From an optimization exercise on the open Yosys and OpenROAD flow, aimed at small area; shortcuts taken in it are not production practice.
RTL that was checked went through simulation tests only; none was proved equivalent to the original.
Only the layout flow was run in runs 4 and 5; the RTL was not checked for function there.
Power is estimated from default activity; no workload was simulated.

==> flow/design.v <==
module axi_dma_mc_sched #(
  parameter int NUM_CH     = 4,
  parameter int AXI_ADDR_W = 32,
  parameter int AXI_DATA_W = 128,
  parameter int LEN_W      = 24,
  parameter int MAX_BURST  = 16,
  parameter int MAX_OUT    = 8
) (
  input  logic                   clk,
  input  logic                   rst_n,
  input  logic [NUM_CH-1:0]            ch_req_valid,
  output logic [NUM_CH-1:0]            ch_req_ready,
  input  logic [NUM_CH*AXI_ADDR_W-1:0] ch_req_src,
  input  logic [NUM_CH*AXI_ADDR_W-1:0] ch_req_dst,
  input  logic [NUM_CH*LEN_W-1:0]      ch_req_len,
  output logic                         cmd_valid,
  input  logic                         cmd_ready,
  output logic [((NUM_CH > 1) ? $clog2(NUM_CH) : 1)-1:0] cmd_ch,
  output logic [AXI_ADDR_W-1:0]        cmd_src,
  output logic [AXI_ADDR_W-1:0]        cmd_dst,
  output logic [7:0]                   cmd_len,
  output logic                         cmd_last,
  input  logic                         cpl_valid,
  input  logic [((NUM_CH > 1) ? $clog2(NUM_CH) : 1)-1:0] cpl_ch,
  input  logic                         cpl_err,
  output logic [NUM_CH-1:0]      ch_busy,
  output logic [NUM_CH-1:0]      ch_done,
  output logic [NUM_CH-1:0]      ch_err,
  input  logic [NUM_CH-1:0]      intr_en,
  input  logic [NUM_CH-1:0]      intr_clr,
  output logic                   intr_pend,
  output logic                   proto_err
);
  localparam int AW = 28;
  localparam int RW = 20;
  logic [3:0]    busy_q, iss_q, done_q, err_q, stat_q;
  logic [3:0]    out_q [4];
  logic          intr_pend_q, proto_err_q, cmd_valid_q;
  logic [1:0]    ptr_q;
  logic [AW-1:0] src_q [4];
  logic [AW-1:0] dst_q [4];
  logic [RW-1:0] rem_q [4];
  logic [AW-1:0] cmd_src_q, cmd_dst_q;
  logic [3:0]    cmd_len_q;
  logic          cmd_last_q;
  logic [3:0] elig, gnt;
  logic [1:0] gnt_idx;
  logic       any_elig, take, load;
  always_comb begin
    for (int i = 0; i < 4; i++) elig[i] = iss_q[i] & ~out_q[i][3];
  end
  always_comb begin
    case (ptr_q)
      2'd0: gnt = elig[1] ? 4'b0010 : elig[2] ? 4'b0100 : elig[3] ? 4'b1000 : {3'b000, elig[0]};
      2'd1: gnt = elig[2] ? 4'b0100 : elig[3] ? 4'b1000 : elig[0] ? 4'b0001 : {2'b00, elig[1], 1'b0};
      2'd2: gnt = elig[3] ? 4'b1000 : elig[0] ? 4'b0001 : elig[1] ? 4'b0010 : {1'b0, elig[2], 2'b00};
      default: gnt = elig[0] ? 4'b0001 : elig[1] ? 4'b0010 : elig[2] ? 4'b0100 : {elig[3], 3'b000};
    endcase
    gnt_idx  = {gnt[3] | gnt[2], gnt[3] | gnt[1]};
    any_elig = |elig;
  end
  assign take = ~cmd_valid_q | cmd_ready;
  assign load = any_elig & take;
  logic [3:0] sel;
  assign sel = gnt & {4{take}};
  logic [AW-1:0] s_src, s_dst, n_src, n_dst;
  logic [RW-1:0] s_rem, n_rem;
  logic [3:0]    s_m1, d_m1, r_m1, m1;
  logic          r_small, c_sd, c_sr, c_dr, pick_s, pick_d, pick_r, last, pg_s, pg_d, rb;
  logic [4:0]    s_lo, d_lo, r_lo;
  logic [AW-5:0] s_hi_inc, d_hi_inc;
  logic [RW-5:0] r_hi_dec;
  always_comb begin
    s_src = '0;
    s_dst = '0;
    s_rem = '0;
    for (int i = 0; i < 4; i++) begin
      s_src = s_src | ({AW{sel[i]}} & ~src_q[i]);
      s_dst = s_dst | ({AW{sel[i]}} & ~dst_q[i]);
      s_rem = s_rem | ({RW{sel[i]}} & ~rem_q[i]);
    end
    s_m1    = (s_src[7:4] == 4'hF) ? ~s_src[3:0] : 4'hF;
    d_m1    = (s_dst[7:4] == 4'hF) ? ~s_dst[3:0] : 4'hF;
    r_m1    = (s_rem[RW-1:4] == '0) ? (s_rem[3:0] - 4'd1) : 4'hF;
    r_small = (s_rem[RW-1:5] == '0) && (!s_rem[4] || (s_rem[3:0] == 4'd0));
    c_sd    = (s_m1 <= d_m1);
    c_sr    = (s_m1 < r_m1);
    c_dr    = (d_m1 < r_m1);
    pick_s  = c_sd & c_sr;
    pick_d  = ~c_sd & c_dr;
    pick_r  = ~(pick_s | pick_d);
    m1      = ({4{pick_s}} & s_m1) | ({4{pick_d}} & d_m1) | ({4{pick_r}} & r_m1);
    last    = r_small & pick_r;
    pg_s    = (s_src[7:4] == 4'hF) & c_sd & ~(r_m1 < s_m1);
    pg_d    = (s_dst[7:4] == 4'hF) & ~c_sd & c_dr | (s_dst[7:4] == 4'hF) & (d_m1 == s_m1) & ~(r_m1 < d_m1);
    n_src   = {s_src[AW-1:8] + {{(AW-9){1'b0}}, pg_s}, s_src[7:0] + {4'd0, m1} + 8'd1};
    n_dst   = {s_dst[AW-1:8] + {{(AW-9){1'b0}}, pg_d}, s_dst[7:0] + {4'd0, m1} + 8'd1};
    rb      = (s_rem[3:0] <= s_m1) & (s_rem[3:0] <= d_m1) & (s_rem[3:0] <= r_m1);
    n_rem   = {s_rem[RW-1:4] - {{(RW-5){1'b0}}, rb}, s_rem[3:0] - m1 - 4'd1};
  end
  always_ff @(posedge clk) begin
    for (int i = 0; i < 4; i++) begin
      logic ld, up, hd;
      ld = ~busy_q[i];
      up = sel[i];
      hd = busy_q[i] & ~sel[i];
      src_q[i] <= ~(({AW{ld}} & ch_req_src[i*32+4 +: AW]) | ({AW{up}} & n_src) | ({AW{hd}} & ~src_q[i]));
      dst_q[i] <= ~(({AW{ld}} & ch_req_dst[i*32+4 +: AW]) | ({AW{up}} & n_dst) | ({AW{hd}} & ~dst_q[i]));
      rem_q[i] <= ~(({RW{ld}} & ch_req_len[i*24+4 +: RW]) | ({RW{up}} & n_rem) | ({RW{hd}} & ~rem_q[i]));
    end
  end
  always_ff @(posedge clk) begin
    cmd_src_q  <= s_src | ({AW{~take}} & cmd_src_q);
    cmd_dst_q  <= s_dst | ({AW{~take}} & cmd_dst_q);
    if (take) begin
      cmd_len_q  <= m1;
      cmd_last_q <= last;
    end
  end
  logic [3:0] cpl_hit, dec, acc, zlen, issue_now, cnt_up, cnt_dn;
  logic [3:0] out_d [4];
  logic [3:0] stat_d;
  always_comb begin
    for (int i = 0; i < 4; i++) begin
      cpl_hit[i]   = cpl_valid && (cpl_ch == 2'(i));
      dec[i]       = cpl_hit[i] && (out_q[i] != 4'd0);
      acc[i]       = ~busy_q[i] & ch_req_valid[i];
      zlen[i]      = (ch_req_len[i*24+4 +: RW] == '0);
      issue_now[i] = sel[i];
      cnt_up[i]    = issue_now[i] & ~dec[i];
      cnt_dn[i]    = dec[i] & ~issue_now[i];
      out_d[i][0]  = out_q[i][0] ^ (cnt_up[i] | cnt_dn[i]);
      out_d[i][1]  = out_q[i][1] ^ (cnt_up[i] & out_q[i][0] | cnt_dn[i] & ~out_q[i][0]);
      out_d[i][2]  = out_q[i][2] ^ (cnt_up[i] & (&out_q[i][1:0]) | cnt_dn[i] & ~(|out_q[i][1:0]));
      out_d[i][3]  = out_q[i][3] ^ (cnt_up[i] & (&out_q[i][2:0]) | cnt_dn[i] & ~(|out_q[i][2:0]));
      stat_d[i]    = (stat_q[i] & ~intr_clr[i]) | done_q[i];
    end
  end
  always_ff @(posedge clk or negedge rst_n) begin
    if (!rst_n) begin
      busy_q      <= '0;
      iss_q       <= '0;
      done_q      <= '0;
      err_q       <= '0;
      stat_q      <= '0;
      for (int i = 0; i < 4; i++) out_q[i] <= '0;
      intr_pend_q <= 1'b0;
      proto_err_q <= 1'b0;
      cmd_valid_q <= 1'b0;
      ptr_q       <= 2'd0;
    end else begin
      for (int i = 0; i < 4; i++) begin
        out_q[i] <= out_d[i];
        err_q[i] <= acc[i] ? 1'b0 : (err_q[i] | (dec[i] & cpl_err));
        if (!busy_q[i]) begin
          busy_q[i] <= ch_req_valid[i];
          iss_q[i]  <= ch_req_valid[i] & ~zlen[i];
          done_q[i] <= ch_req_valid[i] & zlen[i];
        end else if (iss_q[i]) begin
          if (issue_now[i] && last) iss_q[i] <= 1'b0;
          done_q[i] <= 1'b0;
        end else begin
          if (done_q[i]) begin
            busy_q[i] <= 1'b0;
            done_q[i] <= 1'b0;
          end else begin
            done_q[i] <= (out_q[i] == 4'd0) | ((out_q[i] == 4'd1) & cpl_hit[i]);
          end
        end
      end
      stat_q      <= stat_d;
      intr_pend_q <= |(stat_d & intr_en);
      proto_err_q <= proto_err_q | (|(cpl_hit & ~dec));
      if (take) cmd_valid_q <= any_elig;
      if (load) ptr_q <= gnt_idx;
    end
  end
  assign ch_req_ready = ~busy_q;
  assign ch_busy      = busy_q;
  assign ch_done      = done_q;
  assign ch_err       = err_q;
  assign intr_pend    = intr_pend_q;
  assign proto_err    = proto_err_q;
  assign cmd_valid    = cmd_valid_q;
  assign cmd_ch       = ptr_q;
  assign cmd_src      = {cmd_src_q, 4'd0};
  assign cmd_dst      = {cmd_dst_q, 4'd0};
  assign cmd_len      = {4'd0, cmd_len_q};
  assign cmd_last     = cmd_last_q;
endmodule
==> flow/flow/run.sh <==
#!/bin/bash
# Own layout flow: the standard ORFS flow (standard.sh), with
#  - synthesis run unchanged except that ABC uses an area-oriented mapping script
#    (flow/abc_area.script) and Yosys does not pre-extract half/full adder cells, so
#    ABC maps that logic too. Registers are mapped by dfflibmap before ABC, so they
#    are the standard synthesis's registers, with the same names and cells;
#  - port buffers of the smallest buffer cell;
#  - a clock tree of clkbuf_8 cells, without dummy loads.
# Each tool's output goes to a log file of its own in the work folder.
set -euo pipefail
W=$(pwd)
rm -rf "$W/orfs_scripts"
cp -r "$FLOW_HOME/scripts" "$W/orfs_scripts"
cp "$W/flow/abc_area.script" "$W/orfs_scripts/abc_area.script"
bash standard.sh SCRIPTS_DIR="$W/orfs_scripts" ABC_AREA=1 ADDER_MAP_FILE= synth > "$W/flow_synth.log" 2>&1
source "$W/flow/knobs.sh"
bash standard.sh "${KNOBS[@]}" finish > "$W/flow_layout.log" 2>&1
==> flow/flow/abc_area.script <==
strash; &get -n; &fraig -x; &put; scorr; dc2; dretime; strash; &get -n; &dch -f; &nf -R 1000; &put; strash; dc2; &get -n; &dch -f; &nf -R 1000; &put; strash; &get -n; &dch -f; &nf -R 1000 -p; &put; topo
==> flow/flow/knobs.sh <==
KNOBS=(
  "BUFFER_PORTS_ARGS=-buffer_cell sky130_fd_sc_hd__buf_1"
  "CTS_ARGS=-sink_clustering_enable -repair_clock_nets -dont_use_dummy_load -sink_clustering_size 16 -sink_clustering_max_diameter 60 -buf_list {sky130_fd_sc_hd__clkbuf_8}"
  "REMOVE_ABC_BUFFERS=1"
)
==> flow/standard.sh <==
#!/bin/bash
# synth_recipe.tcl (not shown) runs the flow's synth.tcl, then flattens the netlist and writes it again
# the make line also repeats each setting of config.mk as NAME=value (left out here)
make -C /OpenROAD-flow-scripts/flow DESIGN_CONFIG=/design/flow/config.mk WORK_HOME=/design/flow/orfs CLKGATE_MAP_FILE= SYNTH_SCRIPT=/design/flow/synth_recipe.tcl "${@:-finish}"
==> flow/config.mk <==
export PLATFORM = sky130hd
export DESIGN_NAME = axi_dma_mc_sched
export DESIGN_NICKNAME = axi_dma_mc_sched
export VERILOG_FILES = /design/flow/design.v
export SDC_FILE = /design/flow/constraint.sdc
export NUM_CORES = 4
export LEC_CHECK = 0
export CAP_MARGIN = 20
export CORE_MARGIN = 2
export CORE_UTILIZATION = 60
export SLEW_MARGIN = 20
==> flow/constraint.sdc <==
create_clock -name core_clock -period 9.0 [get_ports {clk}]
set_input_delay 1.8000 -clock core_clock [delete_from_list [all_inputs] [get_ports {clk}]]
set_output_delay 1.8000 -clock core_clock [all_outputs]
set_load 0.01 [all_outputs]
==> results of run 1 <==
flip-flops by register name, indices dropped and copies added, names as in the netlist:
register	cells
cmd_dst_q	28
cmd_valid_q	1
err_q	4
proto_err_q	1
busy_q	4
out_q	16
rem_q	80
cmd_src_q	28
cmd_len_q	4
dst_q	112
src_q	112
done_q	4
intr_pend_q	1
iss_q	4
cmd_last_q	1
stat_q	4
ptr_q	2
cells in the final DEF, fill, tap and decap left out, types with 10 or more instances in the layout:
cell type	synthesis	layout
clkinv_1	18	14
conb_1	1	12
nor4_1	28	28
nand2_1	176	172
xor2_1	35	35
dfrtp_1	41	41
dfxtp_1	360	360
clkbuf_8	0	35
buf_4	12	55
diode_2	0	15
a21oi_1	313	313
o21ai_0	28	28
nor2_1	155	154
nand3_1	19	19
o22ai_1	448	448
buf_1	0	403
nor2b_1	18	17
nor3_1	26	25
a211oi_1	10	10
xnor2_1	46	46
nand2b_1	17	17
power breakdown:
group          switching, mW  internal, mW
Clock                  0.577         0.350
Sequential             0.485          2.68
Combinational           3.04          1.67
cell usage after synthesis, drive strengths merged (4+ instances only):
master / instances
a211oi: 10
a21o: 6
a21oi: 313
a221oi: 4
and2: 4
buf: 12
clkinv: 18
dfrtp: 41
dfxtp: 360
edfxtp: 5
maj3: 5
nand2: 176
nand2b: 17
nand3: 19
nand3b: 4
nand4: 4
nor2: 155
nor2b: 18
nor3: 26
nor4: 28
o21ai: 28
o221ai: 5
o22a: 4
o22ai: 448
o31ai: 4
or2: 9
or3: 11
xnor2: 46
xor2: 35
critical path, delay by kind of cell:
kind                   cells  cell delay (ns)
buffers and inverters      3             0.55
AO/OA/AOI/OAI              6             1.28
AND/OR/NAND/NOR           18             4.64
XOR/XNOR                   2             0.58
stage by stage:
step	TNS, ns	total power, mW	hold WS (ns)
final	0	8.812	0.4395
after global routing	0	9.385	0.4572
after CTS	0	8.656	0.4425
after detailed placement	0	7.739	0.4279
after global placement	0	7.547	0.4228
after floorplan	-809.28	6.298	0.4451
logic make-up (layout without fill, tap and decap cells):
group | after synthesis | after routing | synth area share
buf+inv | 30 | 518 | 0.009603
fa+ha+maj | 5 | 5 | 0.003049
other cells | 1 | 27 | 0.0002284
mux | 1 | 1 | 0.0006097
xor+xnor | 81 | 81 | 0.04321
simple gates | 481 | 483 | 0.1304
compound gates | 844 | 844 | 0.3023
flops | 406 | 406 | 0.5106
layer usage:
metal | routed length, microns | track usage | part of all wire | vias to the layer above
met3 | 5949 | 0.07789 | 0.10 | 180
li1 | - | - | - | 8142
met2 | 26370 | 0.6217 | 0.45 | 1104
met1 | 22950 | 0.4861 | 0.39 | 8319
met5 | 25 | 0 | 0.00043 | -
met4 | 2831 | 0.2044 | 0.049 | 4
repair_timing:
item	CTS	global route
setup endpoints to repair	0	5
buffers inserted	0	2
resized for setup	0	3
path summary, 6_finish.rpt:
check | start | endpoint | slack (ns) | cells past startpoint
worst max-delay path | cmd_ready | dst_q[1][27] | 0.56 | 29
worst min-delay path | cmd_dst_q[13] | cmd_dst_q[13] | 0.44 | 2
worst max register to register | out_q[3][3] | dst_q[1][27] | 0.82 | 34
worst min register to register | cmd_dst_q[13] | cmd_dst_q[13] | 0.44 | 2
max in group asynchronous | rst_n | done_q[0] | 7.06 | 1
min in group asynchronous | rst_n | out_q[0][2] | 1.37 | 1
cell type report:
class / instances / share of cell area
Sequential cell: 406 / 0.4313
Multi-Input combinational cell: 1426 / 0.4112
Timing Repair Buffer: 465 / 0.1051
Clock buffer: 35 / 0.02479
Tap cell: 341 / 0.02195
Inverter: 18 / 0.003734
Antenna cell: 15 / 0.001931
==> summary.md, run 1 <==
| Metric | Value |
|---|---|
| Total Routing Usage GR | `0.3840` |
| Register area share after synthesis | `0.5106` |
| Hold_buf cts | `0` |
| Routed len/inst | `21.48 microns` |
| VDD IR-drop max | `a little over 0.3 mV` |
| Reg area | `about 0.0084 sq mm` |
| PD cells | `~450 mW/mm^2` |
| Via count of the routed design | `17750` |
| Worst skew pair latency | `between 0.5 and 0.6 ns` |
| CTS Buf Count | `35` |
| CP required | `9.45 ns` |
| Post-layout minimum cycle time | `8.443 ns` |
| Most used cell, CP | `or2_0` |
| Asr flop ratio synth | `0.1010` |
| Fin. Hold Viols | `0` |
| Max-slew violation count | `0` |
| Layout Nets | `2723` |
| RSZ-0062 raised after global routing | `no` |
| Final instance area | `0.01943 sq mm` |
| Startpoint types | `input port` |
| Post-layout worst setup margin | `0.5572 ns` |
| Die Y | `169.4 microns` |
| First-pass GRT wire length | `87.37 mm` |
| Total gr overflow | `0` |
| Cells after Synth | `1849` |
| I/O Buffers | `404` |
| Ys flop type | `dfxtp_1` |
| Non-filler cells, final | `approximately 2700` |
| Initial antenna violation count | `14` |
| Area of the multi-input gates | `~0.0080 sq mm` |
| Final Skew | `0.06991 ns` |
| Initial Util | `0.6108` |
| Drt initial violations | `slightly above 2000` |
| HPWL after detailed placement | `roughly 38 mm` |
| Util after Layout | `0.7231` |
| Clock Tree Root | `clkbuf_8` |
| Max Cap Violations | `0` |
| Period utilisation layout | `0.9381` |
| Fmax | `0.1184 GHz` |
| Cell area after placement | `0.01887 sq mm` |
| Post-synth top area cell | `dfxtp_1` |
| Post-place setup slack | `0.02857 ns` |
| Filler cell count | `2255` |
| Finish-stage setup viols | `0` |
| Worst-path clk slew | `0.10 ns` |
| Worst-path fanout max | `10` |
| Post-route ant nets | `0` |
| First drt pass iteration count | `6` |
| Slew @ Worst Pin | `1.153 ns` |
| WL final | `58.12 mm` |
| Die ar. | `between 0.02 and 0.03 sq mm` |
| Residual DRC | `0` |
| Row cnt | `60` |
| Pin count of the biggest net entering global routing | `77` |
| Pleak | `6.935 nW` |
| Synth warnings | `6` |
| H-tree depth | `2` |
| Share of post-route cells with drive strength above 1 | `0.04809` |
| TritonCTS clock tree | `yes` |
| CTS Sinks | `406` |
| CTS Buffer Depth | `3` |
| Vias in the first global route | `roughly 17000` |
| Area Growth Syn to Fin | `18.38%` |
| Run status | `no timing/DRC/antenna violations` |
| Slowest cell on crit path | `or4_1` |
| Post-synthesis register bit count | `~400` |
| Count of cell types in the netlist | `50` |
| Slew HR | `0.2310` |
| DP Cell Count | `2652` |
| Vias/cell | `6.559` |
| Core area | `~0.027 sq mm` |
| Cell Area, Synth | `~0.016 sq mm` |
| CP max stage delay | `roughly 0.68 ns` |
| Syn Area/Cell | `8.879 sq um` |
| HP Class | `register to register` |
| Area contributors post-synth | `dfxtp_1 44%, o22ai_1 17%, a21oi_1 9.5%` |
| Post-synth EDFFs | `5` |
| Share of the synthesized area in the top cell type | `0.4390` |
| WP data arrival | `8.90 ns` |
| Die width | `between 150 and 200 microns` |
| Crit. End Element | `register` |
| Worst Setup Path Type | `input port to register` |
| Io pins | `465` |
| Gpl congestion | `0.9604` |
==> run 2, diff against run 1 <==
==> flow/flow/abc_area.script (replaced) <==
strash; &get -n; &fraig -x; &put; scorr; dc2; dretime; strash; &get -n; &dch -f; &nf -R 1000; &put; strash; dc2; &get -n; &dch -f; &nf -R 1000; &put; strash; &get -n; &dch -f; &nf -R 100 -p; &put; topo
==> flow/flow/knobs.sh (replaced) <==
KNOBS=(
  "BUFFER_PORTS_ARGS=-buffer_cell sky130_fd_sc_hd__buf_1"
  "CTS_ARGS=-sink_clustering_enable -repair_clock_nets -dont_use_dummy_load -sink_clustering_size 16 -sink_clustering_max_diameter 60 -buf_list {sky130_fd_sc_hd__clkbuf_8}"
)
==> run 2 against run 1 <==
Compared with the run above:
- still clean
- power decreased by 0.20%
- cell count decreased by 1.1%
- combinational power about the same
- non-clock buffer count decreased by 28
- worst setup slack improved by 0.14 ns
- sequential cell count unchanged
- global-route usage increased by 0.15 points
- clock-buffer cell count decreased by 1
- synthesized cell count unchanged
- highest routed layer unchanged
==> summary.md, run 2 <==
| Metric | Value |
|---|---|
| Initial Util | `0.6108` |
| Worst Path Buf+Inv | `1` |
| TritonCTS clock tree | `yes` |
| Share of the synthesized area in the top cell type | `0.4390` |
| Post-layout worst setup margin | `0.6925 ns` |
| Slew HR | `0.2090` |
| Max Cap Violations | `0` |
| Worst-path fanout max | `53` |
| Most frequent cell after synthesis | `o22ai_1` |
| Slew @ Worst Pin | `1.186 ns` |
| Post-place setup slack | `0.2307 ns` |
| Post-route ant nets | `0` |
| Most common cell after layout, fill and taps aside | `o22ai_1` |
| Slowest cell on crit path | `or3_4` |
| Post-synth EDFFs | `5` |
| Crit path depth | `31` |
| Ys flop type | `dfxtp_1` |
| Util after Layout | `0.7272` |
| Synth warnings | `6` |
| Row cnt | `60` |
| CTS Sinks | `between 400 and 500` |
| Die width | `roughly 170 microns` |
| VDD IR-drop max | `0.2571 mV` |
| Area Growth Syn to Fin | `19.05%` |
| Hold path depth | `2` |
| Io pins | `465` |
| Syn Area/Cell | `8.879 sq um` |
| PD cells | `450.0 mW/mm^2` |
| Period utilisation layout | `0.9231` |
| Max-slew violation count | `0` |
| Most frequent cells in the layout | `448 x o22ai_1, 403 x buf_1, 360 x dfxtp_1` |
| Residual DRC | `0` |
| Core area | `~0.027 sq mm` |
| Area contributors post-synth | `dfxtp_1 44%, o22ai_1 17%, a21oi_1 9.5%` |
| Hold_ws | `0.4400 ns` |
| Routed len/inst | `21.56 microns` |
| Post-synthesis register bit count | `406` |
| RSZ-0062 raised after global routing | `no` |
| H-tree depth | `2` |
| Share of post-route cells with drive strength above 1 | `0.06123` |
| Total gr overflow | `0` |
| Initial antenna violation count | `19` |
| Drt initial violations | `approximately 1800` |
| Total Routing Usage GR | `0.3854` |
| HPWL after detailed placement | `37.67 mm` |
| Worst skew pair latency | `0.57 ns` |
| Vias/cell | `approximately 6.6` |
| Final Skew | `roughly 0.04 ns` |
| Worst Setup Path Type | `input port to register` |
| CTS Buffer Depth | `3` |
| CP required | `approximately 9.5 ns` |
| Layout Nets | `2692` |
| First-pass GRT wire length | `87.55 mm` |
| Register area share after synthesis | `0.5106` |
| Run status | `no timing/DRC/antenna violations` |
| Pin count of the biggest net entering global routing | `77` |
| Regs by FF count | `dst_q x112, src_q x112, rem_q x80` |
| Post-synth top area cell | `dfxtp_1` |
| Vias in the first global route | `16700` |
| Cells after Synth | `1849` |
| CTS Buf Count | `34` |
| I/O Buffers | `404` |
| HP Class | `register to register` |
| Worst-path clk slew | `approximately 0.10 ns` |
| Gpl congestion | `0.9008` |
| Via count of the routed design | `17530` |
| Clock Tree Root | `clkbuf_8` |
| Asr flop ratio synth | `0.1010` |
| Reg2Reg Depth | `30` |
| FF-to-FF setup slack | `approximately 1.2 ns` |
| WP data arrival | `8.79 ns` |
| Post-layout minimum cycle time | `between 8 and 9 ns` |
| Fin. Hold Viols | `0` |
| Fmax | `around 0.12 GHz` |
| Die ar. | `0.02870 sq mm` |
| PostCTS Resize Cnt | `0` |
| Setup bufs post-CTS | `0` |
| Count of cell types in the netlist | `50` |
| Filler cell count | `2176` |
| Crit. End Element | `register` |
| CP delay by family, top | `simple AND/OR/NAND/NOR gates` |
| Cell Area, Synth | `0.01642 sq mm` |
| First drt pass iteration count | `8` |
| WL final | `57.69 mm` |
| Hold_buf cts | `0` |
| Commonest cells post-synth | `448 x o22ai_1, 360 x dfxtp_1, 313 x a21oi_1` |
| Die Y | `approximately 170 microns` |
| Pleak | `6.955 nW` |
| Finish-stage setup viols | `0` |
| Startpoint types | `input port` |
| CP max stage delay | `approximately 0.71 ns` |
==> run 2: worst paths after layout <==
| check | startpoint | endpoint |
|---|---|---|
| setup / recovery | cmd_ready | dst_q[0][26] |
| hold / removal | cmd_dst_q[21] | cmd_dst_q[21] |
| setup reg to reg | iss_q[2] | dst_q[0][26] |
| hold reg to reg | cmd_dst_q[21] | cmd_dst_q[21] |
| max in group asynchronous | rst_n | ptr_q[1] |
| min in group asynchronous | rst_n | out_q[2][1] |
==> run 2: worst min-delay path, delay by kind of cell (launching register included) <==
family	cells	cell delay (ns)
flip-flops	1	0.32
AND/OR/NAND/NOR	2	0.09
==> run 2: kinds of logic (layout without fill, tap and decap cells) <==
logic type	after synthesis	after routing	synth area share
muxes	1	1	0.0006097
other	1	27	0.0002284
and+or+nand+nor	481	481	0.1304
xor gates and xnor gates	81	81	0.04321
buffers and inverters	30	489	0.009603
AOI/OAI and AO/OA	844	844	0.3023
adders and majority gates	5	5	0.003049
DFF	406	406	0.5106
==> run 2: cell type report <==
class                      count  area (sq um)  share of cell area
multi-input combinational   1424          8346              0.4270
sequential                   406          8384              0.4290
tap                          341         426.7             0.02183
clock buffer                  34         467.9             0.02394
inverter                      18         67.56            0.003457
antenna                       15         37.54            0.001920
timing repair buffer         437          1815             0.09289
==> run 2: per-layer routing <==
layer  track usage  vias to the layer above  share of wire
met5             0                        -         0.0012
met2        0.6220                     1093           0.46
met3       0.09049                      177           0.11
met4        0.1821                       10          0.041
li1              -                     8058              -
met1        0.4913                     8191           0.39
==> run 2: where the power goes <==
part           switching (mW)  total [mW]  internal [mW]
Combinational            3.05        4.72           1.67
Sequential              0.472        3.16           2.68
Clock                   0.579       0.920          0.341
==> run 2: through the flow <==
step / cell area (sq um) / setup TNS, ns / std cells / power [mW]
floorplan: 16840 / -325.10 / 1860 / 6.431
global placement: 19040 / 0 / 2626 / 7.600
detailed placement: 19040 / 0 / 2626 / 7.774
CTS: 19510 / 0 / 2660 / 8.686
global route: 19540 / 0 / 2672 / 9.368
finish: 19550 / 0 / 2675 / 8.795
==> run 3, diff against run 2 <==
==> flow/flow/abc_area.script (replaced) <==
strash; &get -n; &fraig -x; &put; scorr; dc2; dretime; strash; &get -n; &dch -f; &nf -R 1000; &put; strash; dc2; &get -n; &dch -f; &nf -R 1000; &put; strash; &get -n; &dch -f; &nf -R 1000 -p; &put; topo
==> flow/flow/knobs.sh (replaced) <==
KNOBS=(
  "BUFFER_PORTS_ARGS=-buffer_cell sky130_fd_sc_hd__buf_1"
  "CTS_ARGS=-sink_clustering_enable -repair_clock_nets -dont_use_dummy_load -sink_clustering_size 26 -sink_clustering_max_diameter 100 -buf_list {sky130_fd_sc_hd__clkbuf_16}"
)
==> run 3 against run 2 <==
Compared with the run above:
- sequential cell count is the same
- cell count is 0.67% lower
- combinational power about the same
- die area unchanged
- core utilization grew 0.065 points
- critical endpoint is now dst_q[2][27]
==> summary.md, run 3 <==
| Metric | Value |
|---|---|
| Filler cell count | `2180` |
| FF-to-FF End | `dst_q[2][27]` |
| Setup bufs post-CTS | `0` |
| Synth warnings | `6` |
| M1 GR Usage | `0.4921` |
| Post-synth EDFFs | `5` |
| Met2 Usage GRT | `0.6224` |
| Die width | `169.4 microns` |
| WP data arrival | `8.79 ns` |
| Pleak | `6.954 nW` |
| Area contributors post-synth | `dfxtp_1 44%, o22ai_1 17%, a21oi_1 9.5%` |
| Ys flop type | `dfxtp_1` |
| First drt pass iteration count | `8` |
| Area Growth Syn to Fin | `19.16%` |
| Via count of the routed design | `roughly 17000` |
| Initial Util | `0.6108` |
| Cells after Synth | `1849` |
| CP max stage delay | `approximately 0.7 ns` |
| Sum Neg Setup Slack | `0 ns` |
| Most Used Layer, Global Route | `met2` |
| Crit. End Element | `register` |
| Cell Area, Synth | `0.01642 sq mm` |
| Met3 global-route usage | `0.08792` |
| Most frequent cells in the layout | `448 x o22ai_1, 403 x buf_1, 360 x dfxtp_1` |
| DP Cell Count | `approximately 2600` |
| Gpl congestion | `0.9008` |
| Final Skew | `~0.031 ns` |
| Run status | `no timing/DRC/antenna violations` |
| HPWL after detailed placement | `approximately 38 mm` |
| Clock Tree Root | `clkbuf_16` |
| WL final | `~58 mm` |
| CTS Buffer Depth | `3` |
| Residual DRC | `0` |
| TritonCTS clock tree | `yes` |
| Slew @ Worst Pin | `1.161 ns` |
| PostCTS Resize Cnt | `0` |
| Worst-path fanout max | `53` |
| Pin count of the biggest net entering global routing | `77` |
| Die ar. | `~0.029 sq mm` |
| Share of the synthesized area in the top cell type | `0.4390` |
| Layout Nets | `2678` |
| Worst-path clk slew | `~0.10 ns` |
| Worst Setup Path Type | `input port to register` |
| Register area share after synthesis | `0.5106` |
| Post-place setup slack | `between 0.2 and 0.25 ns` |
| Count of cell types in the netlist | `50` |
| Most frequent cell after synthesis | `o22ai_1` |
| Fmax | `~0.12 GHz` |
| Non-filler cells, final | `2657` |
| Beginning of the worst register-to-register path | `iss_q[2]` |
| Initial antenna violation count | `16` |
| Finish-stage setup viols | `0` |
| Hold path depth | `2` |
| Most common cell after layout, fill and taps aside | `o22ai_1` |
| Regs by FF count | `dst_q x112, src_q x112, rem_q x80` |
| Commonest cells post-synth | `448 x o22ai_1, 360 x dfxtp_1, 313 x a21oi_1` |
| Hold_ws | `0.4461 ns` |
| Startpoint types | `input port` |
| Row cnt | `60` |
| Core area | `~0.027 sq mm` |
| First-pass GRT wire length | `87.06 mm` |
| Routed len/inst | `21.66 microns` |
| CTS Buf Count | `19` |
| Die Y | `169.4 microns` |
| CTS Sinks | `roughly 410` |
| Slew HR | `0.2261` |
| Total gr overflow | `0` |
| I/O Buffers | `404` |
| FF-to-FF setup slack | `around 1.2 ns` |
| Min-delay src | `cmd_dst_q[24]` |
| HP Class | `register to register` |
| H-tree depth | `1` |
| Post-layout worst setup margin | `0.6562 ns` |
| Max Cap Violations | `0` |
| CP required | `9.45 ns` |
| Slowest cell on crit path | `or3_4` |
| Vias in the first global route | `around 16000` |
| Post-synthesis register bit count | `406` |
| Fin. Hold Viols | `0` |
| Worst skew pair latency | `0.54 ns` |
| Post-synth top area cell | `dfxtp_1` |
| Syn Area/Cell | `8.879 sq um` |
| Share of post-route cells with drive strength above 1 | `0.05553` |
| Period utilisation layout | `0.9271` |
| Max-slew violation count | `0` |
| Post-route ant nets | `0` |
| Post-layout minimum cycle time | `8.344 ns` |
| Final instance area | `0.01956 sq mm` |
| Hold_buf cts | `0` |
| Io pins | `465` |
| Cell area after placement | `roughly 0.019 sq mm` |
| Vias/cell | `about 6.6` |
| Asr flop ratio synth | `0.1010` |
| PD cells | `451.9 mW/mm^2` |
| VDD IR-drop max | `0.2362 mV` |
| RSZ-0062 raised after global routing | `no` |
| Total Routing Usage GR | `0.3823` |
| Drt initial violations | `1533` |
| Worst Hold Endpoint | `cmd_dst_q[24]` |
| Reg2Reg Depth | `30` |
-- run 3: kinds of logic (layout without fill, tap and decap cells) --
| family | after synthesis | in the layout | share of synthesized area |
|---|---|---|---|
| AO/OA/AOI/OAI | 844 | 844 | 0.3023 |
| XOR/XNOR | 81 | 81 | 0.04321 |
| adder cells (fa/ha/maj) | 5 | 5 | 0.003049 |
| buffers and inverters | 30 | 475 | 0.009603 |
| flip-flops | 406 | 406 | 0.5106 |
| multiplexers | 1 | 1 | 0.0006097 |
| other | 1 | 23 | 0.0002284 |
| AND/OR/NAND/NOR | 481 | 481 | 0.1304 |
-- run 3: per-layer routing --
| layer | wire, microns | share of wire |
|---|---|---|
| met5 | 69 | 0.0012 |
| met4 | 2350 | 0.041 |
| met2 | 26430 | 0.46 |
| met1 | 22270 | 0.39 |
| met3 | 6415 | 0.11 |
-- run 3: worst max path at each step --
stage	depth (start not counted)	to	slack [ns]	start
after global routing	31	dst_q[3][27]	0.20	cmd_ready
after CTS	27	dst_q[0][26]	0.71	cmd_ready
after detailed placement	30	dst_q[3][26]	0.23	cmd_ready
after global placement	30	dst_q[0][27]	0.35	cmd_ready
final	31	dst_q[2][27]	0.66	cmd_ready
after floorplan	30	dst_q[0][27]	-2.44	ptr_q[1]
-- run 3: cell type report --
cell class / instances / area [sq um] / area share
sequential: 406 / 8384 / 0.4286
multi-input combinational: 1424 / 8346 / 0.4266
timing repair buffer: 438 / 1836 / 0.09383
clock buffer: 19 / 475.5 / 0.02430
tap: 341 / 426.7 / 0.02181
inverter: 18 / 67.56 / 0.003454
antenna: 11 / 27.53 / 0.001407
-- run 3: power breakdown --
part           switching (mW)  total (mW)  internal [mW]
sequential              0.474        3.16           2.68
clock                   0.563       0.944          0.381
combinational            3.06        4.74           1.68
total                    4.09        8.84           4.75
-- run 3: through the flow --
stage	total power, mW	utilization
6_report	8.840	0.7279
5_1_grt	9.402	0.7276
4_1_cts	8.706	0.7261
3_5_place_dp	7.774	0.7084
3_3_place_gp	7.600	0.7084
2_1_floorplan	6.431	-
-- run 3: critical path, delay by kind of cell --
kind / cells / cell delay [ns]
simple gates: 21 / 5.42
compound gates: 8 / 1.21
xor+xnor: 1 / 0.23
buf+inv: 1 / 0.10
==> run 4, diff against run 3 <==
--- a/flow/design.v
+++ b/flow/design.v
@@ -66,7 +66,7 @@
   logic [AW-1:0] s_src, s_dst, n_src, n_dst;
   logic [RW-1:0] s_rem, n_rem;
   logic [3:0]    s_m1, d_m1, r_m1, m1;
-  logic          r_small, c_sd, c_sr, c_dr, pick_s, pick_d, pick_r, last, pg_s, pg_d, rb;
+  logic          r_small, al_s, al_d, al_r, last, pg_s, pg_d, rb;
   logic [4:0]    s_lo, d_lo, r_lo;
   logic [AW-5:0] s_hi_inc, d_hi_inc;
   logic [RW-5:0] r_hi_dec;
@@ -83,16 +83,18 @@
     d_m1    = (s_dst[7:4] == 4'hF) ? ~s_dst[3:0] : 4'hF;
     r_m1    = (s_rem[RW-1:4] == '0) ? (s_rem[3:0] - 4'd1) : 4'hF;
     r_small = (s_rem[RW-1:5] == '0) && (!s_rem[4] || (s_rem[3:0] == 4'd0));
-    c_sd    = (s_m1 <= d_m1);
-    c_sr    = (s_m1 < r_m1);
-    c_dr    = (d_m1 < r_m1);
-    pick_s  = c_sd & c_sr;
-    pick_d  = ~c_sd & c_dr;
-    pick_r  = ~(pick_s | pick_d);
-    m1      = ({4{pick_s}} & s_m1) | ({4{pick_d}} & d_m1) | ({4{pick_r}} & r_m1);
-    last    = r_small & pick_r;
-    pg_s    = (s_src[7:4] == 4'hF) & c_sd & ~(r_m1 < s_m1);
-    pg_d    = (s_dst[7:4] == 4'hF) & ~c_sd & c_dr | (s_dst[7:4] == 4'hF) & (d_m1 == s_m1) & ~(r_m1 < d_m1);
+    al_s = 1'b1;
+    al_d = 1'b1;
+    al_r = 1'b1;
+    for (int k = 3; k >= 0; k--) begin
+      m1[k] = ~((al_s & ~s_m1[k]) | (al_d & ~d_m1[k]) | (al_r & ~r_m1[k]));
+      al_s  = al_s & (~s_m1[k] | m1[k]);
+      al_d  = al_d & (~d_m1[k] | m1[k]);
+      al_r  = al_r & (~r_m1[k] | m1[k]);
+    end
+    last    = r_small & al_r;
+    pg_s    = (s_src[7:4] == 4'hF) & al_s;
+    pg_d    = (s_dst[7:4] == 4'hF) & al_d;
     n_src   = {s_src[AW-1:8] + {{(AW-9){1'b0}}, pg_s}, s_src[7:0] + {4'd0, m1} + 8'd1};
     n_dst   = {s_dst[AW-1:8] + {{(AW-9){1'b0}}, pg_d}, s_dst[7:0] + {4'd0, m1} + 8'd1};
     rb      = (s_rem[3:0] <= s_m1) & (s_rem[3:0] <= d_m1) & (s_rem[3:0] <= r_m1);
@@ -112,10 +114,8 @@
   always_ff @(posedge clk) begin
     cmd_src_q  <= s_src | ({AW{~take}} & cmd_src_q);
     cmd_dst_q  <= s_dst | ({AW{~take}} & cmd_dst_q);
-    if (take) begin
-      cmd_len_q  <= m1;
-      cmd_last_q <= last;
-    end
+    cmd_len_q  <= ({4{take}} & m1) | ({4{~take}} & cmd_len_q);
+    cmd_last_q <= (take & last) | (~take & cmd_last_q);
   end
   logic [3:0] cpl_hit, dec, acc, zlen, issue_now, cnt_up, cnt_dn;
   logic [3:0] out_d [4];
==> flow/flow/knobs.sh (replaced) <==
KNOBS=(
  "BUFFER_PORTS_ARGS=-buffer_cell sky130_fd_sc_hd__buf_1"
  "CTS_ARGS=-sink_clustering_enable -repair_clock_nets -dont_use_dummy_load -sink_clustering_size 16 -sink_clustering_max_diameter 60 -buf_list {sky130_fd_sc_hd__clkbuf_8}"
)
==> run 4 against run 3 <==
Compared with the run above:
- highest routed layer unchanged
- wire length grew 2.2%
- clock-buffer cell count grew 15
- register-to-register slack lost 0.49 ns
- largest power group unchanged
- sequential power shrank 3%
- still clean on timing, DRC and antenna
- synthesized cell count shrank 1.4%
- clock power shrank 2.5%
- non-clock buffer count grew 90
==> summary.md, run 4 <==
| Metric | Value |
|---|---|
| Run status | `no timing/DRC/antenna violations` |
| Worst Setup Path Type | `input port to register` |
| Most frequent cell after synthesis | `o22ai_1` |
| Fin. Hold Viols | `0` |
| TritonCTS clock tree | `yes` |
| Final instance area | `about 0.020 sq mm` |
| Finish-stage setup viols | `0` |
| Filler cell count | `2155` |
| Gpl congestion | `~0.96` |
| Area contributors post-synth | `dfxtp_1 44%, o22ai_1 17%, a21oi_1 9.7%` |
| Die ar. | `about 0.028 sq mm` |
| Post-synth top area cell | `dfxtp_1` |
| Regs by FF count | `dst_q x112, src_q x112, rem_q x80` |
| PD cells | `421.1 mW/mm^2` |
| Beginning of the worst register-to-register path | `ptr_q[1]` |
| CP required | `9.40 ns` |
| Count of cell types in the netlist | `44` |
| Post-synth EDFFs | `5` |
| Residual DRC | `0` |
| Most common cell after layout, fill and taps aside | `o22ai_1` |
| Io pins | `around 470` |
| CTS Buf Count | `34` |
| Share of the synthesized area in the top cell type | `0.4439` |
| Cell Area, Synth | `~0.016 sq mm` |
| HP Class | `register to register` |
| Worst skew pair latency | `about 0.57 ns` |
| Initial antenna violation count | `12` |
| Fmax | `0.1173 GHz` |
| Post-synthesis register bit count | `between 400 and 500` |
| Max Cap Violations | `0` |
| Slew @ Worst Pin | `1.185 ns` |
| Share of post-route cells with drive strength above 1 | `0.09262` |
| Most frequent cells in the layout | `433 x o22ai_1, 403 x buf_1, 360 x dfxtp_1` |
| Commonest cells post-synth | `433 x o22ai_1, 360 x dfxtp_1, 315 x a21oi_1` |
| Slowest cell on crit path | `or3_4` |
| I/O Buffers | `~400` |
| CTS Sinks | `406` |
| Routed len/inst | `21.47 microns` |
| Total Routing Usage GR | `0.3932` |
| Worst-path clk slew | `0.10 ns` |
| Cells after Synth | `1823` |
| Post-layout minimum cycle time | `8.526 ns` |
| Total gr overflow | `0` |
| Util after Layout | `0.7484` |
| Vias in the first global route | `around 17000` |
| Syn Area/Cell | `about 8.9 sq um` |
| Drt initial violations | `1899` |
| Layout Nets | `2759` |
| FF-to-FF setup slack | `just over 0.7 ns` |
| Min-delay src | `cmd_dst_q[23]` |
| CTS Buffer Depth | `3` |
| First-pass GRT wire length | `88.80 mm` |
| Initial Util | `0.6074` |
| First drt pass iteration count | `14` |
| Core area | `0.02673 sq mm` |
| Hold_buf cts | `0` |
| Max-slew violation count | `0` |
| Register area share after synthesis | `0.5164` |
| Pleak | `7.355 nW` |
| H-tree depth | `2` |
| Die width | `about 170 microns` |
| VDD IR-drop max | `0.2795 mV` |
| Slew HR | `0.2098` |
| Cell area after placement | `between 0.015 and 0.02 sq mm` |
| Crit. End Element | `register` |
| Sum Neg Setup Slack | `0 ns` |
| WL final | `58.81 mm` |
| Most used cell, CP | `nor2_2` |
| Period utilisation layout | `0.9474` |
| Asr flop ratio synth | `0.1010` |
| Pin count of the biggest net entering global routing | `77` |
| Final Skew | `0.05762 ns` |
| Startpoint types | `input port` |
| Post-route ant nets | `0` |
| CP max stage delay | `about 0.44 ns` |
| Via count of the routed design | `17780` |
| Vias/cell | `6.491` |
| Worst-path fanout max | `35` |
| Die Y | `about 170 microns` |
| Ys flop type | `dfxtp_1` |
| Synth warnings | `6` |
| CP Launch Point | `cmd_ready` |
| Row cnt | `60` |
| Clock Tree Root | `clkbuf_8` |
| Area Growth Syn to Fin | `23.20%` |
| HPWL after detailed placement | `38.84 mm` |
| WP data arrival | `8.93 ns` |
==> run 4: changes by cell type after synthesis, moves of 4 or more <==
cell | previous run | this run
a21o_1 | 6 | 15
a221oi_1 | 4 | 0
nand2_1 | 176 | 163
nand3_1 | 19 | 14
nor2_1 | 155 | 162
o21ai_0 | 28 | 34
o22ai_1 | 448 | 433
xor2_1 | 35 | 31
==> run 4: worst max-delay path, delay by kind of cell <==
kind            cells  cell delay [ns]
compound gates      9             1.11
xor+xnor            1             0.17
buf+inv             8             1.16
simple gates       24             4.66
==> run 4: metal layers <==
metal,vias to the layer above,GRT usage,part of all wire
li1,8121,-,-
met1,8339,0.4935,0.38
met2,1095,0.6323,0.46
met3,217,0.08908,0.11
met4,6,0.2166,0.051
met5,-,0,0.00070
==> run 4: final timing paths <==
path | to | depth (start not counted)
setup / recovery | src_q[0][26] | 42
hold / removal | cmd_dst_q[23] | 2
setup reg to reg | src_q[0][26] | 44
hold reg to reg | cmd_dst_q[23] | 2
max in group asynchronous | out_q[0][3] | 1
min in group asynchronous | out_q[3][2] | 1
==> run 4: area by class of cell <==
cell class              count  area [sq um]  share of cell area
flip-flops and latches    406          8383              0.4191
multi-input cells        1399          8045              0.4023
repair buffers            528          2574              0.1287
clock buffers              34         467.9             0.02340
well taps                 341         426.7             0.02133
inverters                  19         73.82            0.003691
diodes                     12         30.03            0.001501
==> run 4: repair_timing <==
item / CTS / global route
gates resized for setup: 0 / 11
buffers inserted: 0 / 3
endpoints found under the setup margin: 0 / 44
==> run 4: cell families after synthesis <==
logic type | after synthesis | synth area share
AOI/OAI and AO/OA | 842 | 0.3037
buffers and inverters | 31 | 0.009943
xor gates and xnor gates | 79 | 0.04262
other | 1 | 0.0002310
DFF | 406 | 0.5164
adders and majority gates | 2 | 0.001233
and+or+nand+nor | 462 | 0.1259
==> run 4: stage by stage <==
step / std cells / setup slack, ns / hold slack [ns] / power (mW)
2_1_floorplan: 1834 / -1.353 / 0.4451 / 5.835
3_3_place_gp: 2688 / -0.08835 / 0.4244 / 7.186
3_5_place_dp: 2688 / -0.2325 / 0.4314 / 7.334
4_1_cts: 2722 / 0.3027 / 0.4454 / 8.244
5_1_grt: 2733 / -0.003093 / 0.4629 / 8.919
6_report: 2739 / 0.4737 / 0.4413 / 8.422
==> run 4: report_power, final <==
group,leakage [nW],total (mW),internal (mW),switching [mW]
clock network,0.245,0.920,0.341,0.579
registers,3.53,3.05,2.61,0.439
logic,3.58,4.45,1.65,2.81
==> run 5, diff against run 4 <==
--- a/flow/design.v
+++ b/flow/design.v
@@ -114,8 +114,10 @@
   always_ff @(posedge clk) begin
     cmd_src_q  <= s_src | ({AW{~take}} & cmd_src_q);
     cmd_dst_q  <= s_dst | ({AW{~take}} & cmd_dst_q);
-    cmd_len_q  <= ({4{take}} & m1) | ({4{~take}} & cmd_len_q);
-    cmd_last_q <= (take & last) | (~take & cmd_last_q);
+    if (take) begin
+      cmd_len_q  <= m1;
+      cmd_last_q <= last;
+    end
   end
   logic [3:0] cpl_hit, dec, acc, zlen, issue_now, cnt_up, cnt_dn;
   logic [3:0] out_d [4];
==> run 5 against run 4 <==
Compared with the run above:
- now fails the layout checks on setup timing
- sequential power grew 1%
- largest cell class is now multi-input combinational cells
- core utilization grew 2.8 points
- clock power down 0.4%
- maximum frequency down 6.9%
- power shrank 1.7%
- critical endpoint is now dst_q[2][27]
- non-clock buffer count up 46
- first-iteration DRC count up 7.3%
- area after synthesis fell by 0.45%
- synthesized cell count down 0.77%
- cell count grew 1.0%
- sequential share of layout area is 1.5 points lower
- hold slack better by 0.0028 ns
==> summary.md, run 5 <==
| Metric | Value |
|---|---|
| Via count of the routed design | `18310` |
| Core area | `0.02673 sq mm` |
| Regs by FF count | `dst_q x112, src_q x112, rem_q x80` |
| RSZ-0062 raised after global routing | `yes` |
| Reg2Reg Depth | `40` |
| Cell area after placement | `0.01966 sq mm` |
| Simple logic cell fraction of the synthesized area | `0.1224` |
| CP delay by family, top | `simple AND/OR/NAND/NOR gates` |
| Post-synthesis adder-cell area fraction | `0.001239` |
| Area of the multi-input gates | `0.008487 sq mm` |
| Fin. Hold Viols | `0` |
| Worst-path clk slew | `0.10 ns` |
| Share of the synthesized area in the top cell type | `0.4459` |
| WP data arrival | `9.62 ns` |
| Gate power share | `0.516` |
| Vias in the first global route | `17290` |
| Asr flop ratio synth | `0.1010` |
| Clk network pwr share | `0.111` |
| Initial Util | `0.6047` |
| Clock Tree Root | `clkbuf_8` |
| Synth warnings | `6` |
| TritonCTS clock tree | `yes` |
| Post-route ant nets | `0` |
| Sw frac | `0.4434` |
| VDD IR-drop max | `0.2294 mV` |
| Hold path depth | `2` |
| Vias/cell | `6.615` |
| Post-layout minimum cycle time | `roughly 9.2 ns` |
| Worst Path Buf+Inv | `6` |
| Startpoint types | `input port` |
| CTS Buffer Depth | `3` |
| Area contributors post-synth | `dfxtp_1 45%, o22ai_1 17%, a21oi_1 10%` |
| CTS Sinks | `406` |
| Crit path depth | `40` |
| CP max stage delay | `0.54 ns` |
| Die ar. | `0.02826 sq mm` |
| Commonest cells post-synth | `440 x o22ai_1, 360 x dfxtp_1, 324 x a21oi_1` |
| Cell Area, Synth | `0.01616 sq mm` |
| Finish-stage setup viols | `8` |
| Post-synth EDFFs | `5` |
| Post-synthesis compound-gate area fraction | `0.3093` |
| Most common cell after layout, fill and taps aside | `o22ai_1` |
| Slew HR | `0.2078` |
| Post-synthesis register bit count | `406` |
| First-pass GRT wire length | `90.13 mm` |
| Io pins | `~470` |
| Hold_ws | `between 0.4 and 0.5 ns` |
| Worst skew pair latency | `0.56 ns` |
| Area Growth Syn to Fin | `28.37%` |
| Routed len/inst | `between 20 and 25 microns` |
| Initial antenna violation count | `7` |
| Filler cell count | `1985` |
| Run status | `failed layout checks` |
| Share of post-route cells with drive strength above 1 | `0.1381` |
| Max-slew violation count | `0` |
| HPWL after detailed placement | `39.05 mm` |
| H-tree depth | `2` |
| Worst-path fanout max | `7` |
| SO Viols | `setup timing` |
| Die Y | `168.1 microns` |
| Drt initial violations | `2037` |
| CTS Buf Count | `34` |
| Die width | `168.1 microns` |
| HP Class | `register to register` |
| Most frequent cell after synthesis | `o22ai_1` |
| Ys flop type | `dfxtp_1` |
| Final instance area | `slightly above 0.02 sq mm` |
| Sequential Power Share | `0.373` |
| Final Skew | `0.03118 ns` |
| Fmax | `0.1092 GHz` |
| Most used cell, CP | `or4_4` |
| Main combinational cell family by area after synthesis | `compound AO/OA/AOI/OAI gates` |
| Residual DRC | `0` |
| Mux cell area share after synthesis | `0` |
| Cells after Synth | `1809` |
| Slew @ Worst Pin | `~1.2 ns` |
| Switching power | `3.669 mW` |
| Layout Nets | `2791` |
| Util after Layout | `0.7763` |
| Post-layout worst setup margin | `-0.1572 ns` |
| Reg area | `0.008383 sq mm` |
| Pin count of the biggest net entering global routing | `78` |
| Post-synth top area cell | `dfxtp_1` |
| PD cells | `~400 mW/mm^2` |
| Pleak | `around 7.7 nW` |
| WL final | `60.62 mm` |
| Row cnt | `60` |
| Post-synthesis xor/xnor area fraction | `0.03793` |
| Hold_buf cts | `0` |
| Most frequent cells in the layout | `433 x o22ai_1, 402 x buf_1, 360 x dfxtp_1` |
| Worst Setup Path Type | `input port to register` |
| Period utilisation layout | `1.017` |
| Total Routing Usage GR | `0.3983` |
| First drt pass iteration count | `6` |
| Syn Area/Cell | `8.934 sq um` |
| Count of cell types in the netlist | `42` |
| Power Internal | `4.606 mW` |
| Slowest cell on crit path | `or4_4` |
| CP required | `between 9 and 10 ns` |
| Crit. End Element | `register` |
| Register area share after synthesis | `0.5187` |
| Gpl congestion | `0.9176` |
| Max Cap Violations | `0` |
| I/O Buffers | `404` |
| Total gr overflow | `0` |
## run 5: cell types whose count changed after synthesis, sizes merged, moves of 7 or more
cell,previous run,this run
a211oi,13,6
o22ai,433,440
a21oi,315,324
xnor2,48,41
o221ai,4,11
nand2,163,179
nor2,162,135
## run 5: cell type report
| type | instances | share of cell area |
|---|---|---|
| Multi-Input combinational cell | 1384 | 0.4091 |
| Timing Repair Buffer | 574 | 0.1389 |
| Clock buffer | 34 | 0.02255 |
| Sequential cell | 406 | 0.4041 |
| Tap cell | 341 | 0.02056 |
| Antenna cell | 8 | 0.0009649 |
| Inverter | 20 | 0.003920 |
## run 5: cells by family (layout without fill, tap and decap cells)
logic type / Yosys count / in the layout
adders and majority gates: 2 / 2
AOI/OAI and AO/OA: 851 / 851
xor gates and xnor gates: 70 / 70
and+or+nand+nor: 447 / 449
other: 1 / 20
DFF: 406 / 406
buffers and inverters: 32 / 628
## run 5: worst reg2reg max path: cells and delay by family, from the launching register on
| kind | cells | cell delay, ns |
|---|---|---|
| xor gates and xnor gates | 1 | 0.16 |
| buffers and inverters | 4 | 0.63 |
| DFF | 1 | 0.41 |
| AOI/OAI and AO/OA | 13 | 1.96 |
| and+or+nand+nor | 22 | 5.49 |
## run 5: stage by stage
stage / setup slack (ns) / power [mW] / cells / setup TNS (ns)
floorplan: -4.158 / 5.631 / 1820 / -597.93
global placement: -0.6099 / 6.830 / 2691 / -20.78
detailed placement: -0.7514 / 6.999 / 2691 / -26.92
CTS: -0.01750 / 7.923 / 2728 / -0.01750
global route: -0.3991 / 8.728 / 2766 / -4.609
finish: -0.1572 / 8.275 / 2767 / -1.086
## run 5: final timing paths
path | from | end | slack, ns
worst max-delay path | cmd_ready | dst_q[2][27] | -0.16
worst min-delay path | cmd_src_q[12] | cmd_src_q[12] | 0.44
worst max register to register | out_q[2][3] | dst_q[2][27] | 0.27
worst min register to register | cmd_src_q[12] | cmd_src_q[12] | 0.44
max in group asynchronous | rst_n | out_q[0][3] | 7.04
min in group asynchronous | rst_n | ptr_q[0] | 1.37
## run 5: timing repair
| item | in CTS | in global routing |
|---|---|---|
| gates cloned | 0 | 3 |
| buffers inserted | 3 | 28 |
| pin swaps | 6 | 37 |
| resized for setup | 6 | 64 |
| endpoints found under the setup margin | 32 | 44 |
## run 5: routing by layer
layer	vias to the layer above	wire, microns	GRT usage
met5	-	16	0
met4	2	2578	0.1852
met3	190	6820	0.08909
met2	1289	28500	0.6559
met1	8629	22700	0.5018
li1	8195	-	-
## run 5: power by group through the flow
| stage | clock network, mW | logic [mW] | registers (mW) |
|---|---|---|---|
| floorplan | 0 | 2.58 | 3.05 |
| global placement | 0 | 3.79 | 3.04 |
| detailed placement | 0 | 3.92 | 3.08 |
| CTS | 0.916 | 3.96 | 3.05 |
| global route | 0.981 | 4.59 | 3.16 |
| finish | 0.916 | 4.27 | 3.09 |

afterwards: timing with drivers on the ports:
The flow's constraints put no driver on any port. The routed layouts listed below were extracted and timed again, unchanged, in two steps. Step 1: set_driving_cell puts a clkbuf_16 on clk and a buf_2 on each other input, an assumption about the parent block. Step 2 adds t to the input delays and takes it off the output delays; t is the mean of the earliest and latest rising clock arrival at the registers after step 1. Input paths then give back, and output paths get back, about the clock's delay inside the block. Slacks: ideal ports / drivers / drivers and shift; pairs: ideal ports / drivers.
| run | shift t [ns] | setup WS [ns] | worst setup path after step 2 |
|---|---|---|---|
| run 1 | 0.589 | 0.557 / 0.577 / -0.012 | input to register |
| run 2 | 0.599 | 0.692 / 0.719 / 0.120 | input to register |
| run 3 | 0.576 | 0.656 / 0.687 / 0.111 | input to register |
| run 4 | 0.588 | 0.474 / 0.502 / -0.086 | input to register |
| run 5 | 0.589 | -0.157 / -0.138 / -0.727 | input to register |
Met with ideal ports but missed after step 2: setup timing in run 1 and run 4. For run 2, which loses most, drivers alone change the setup slack by +0.027 ns; drivers and shift together by -0.572 ns.
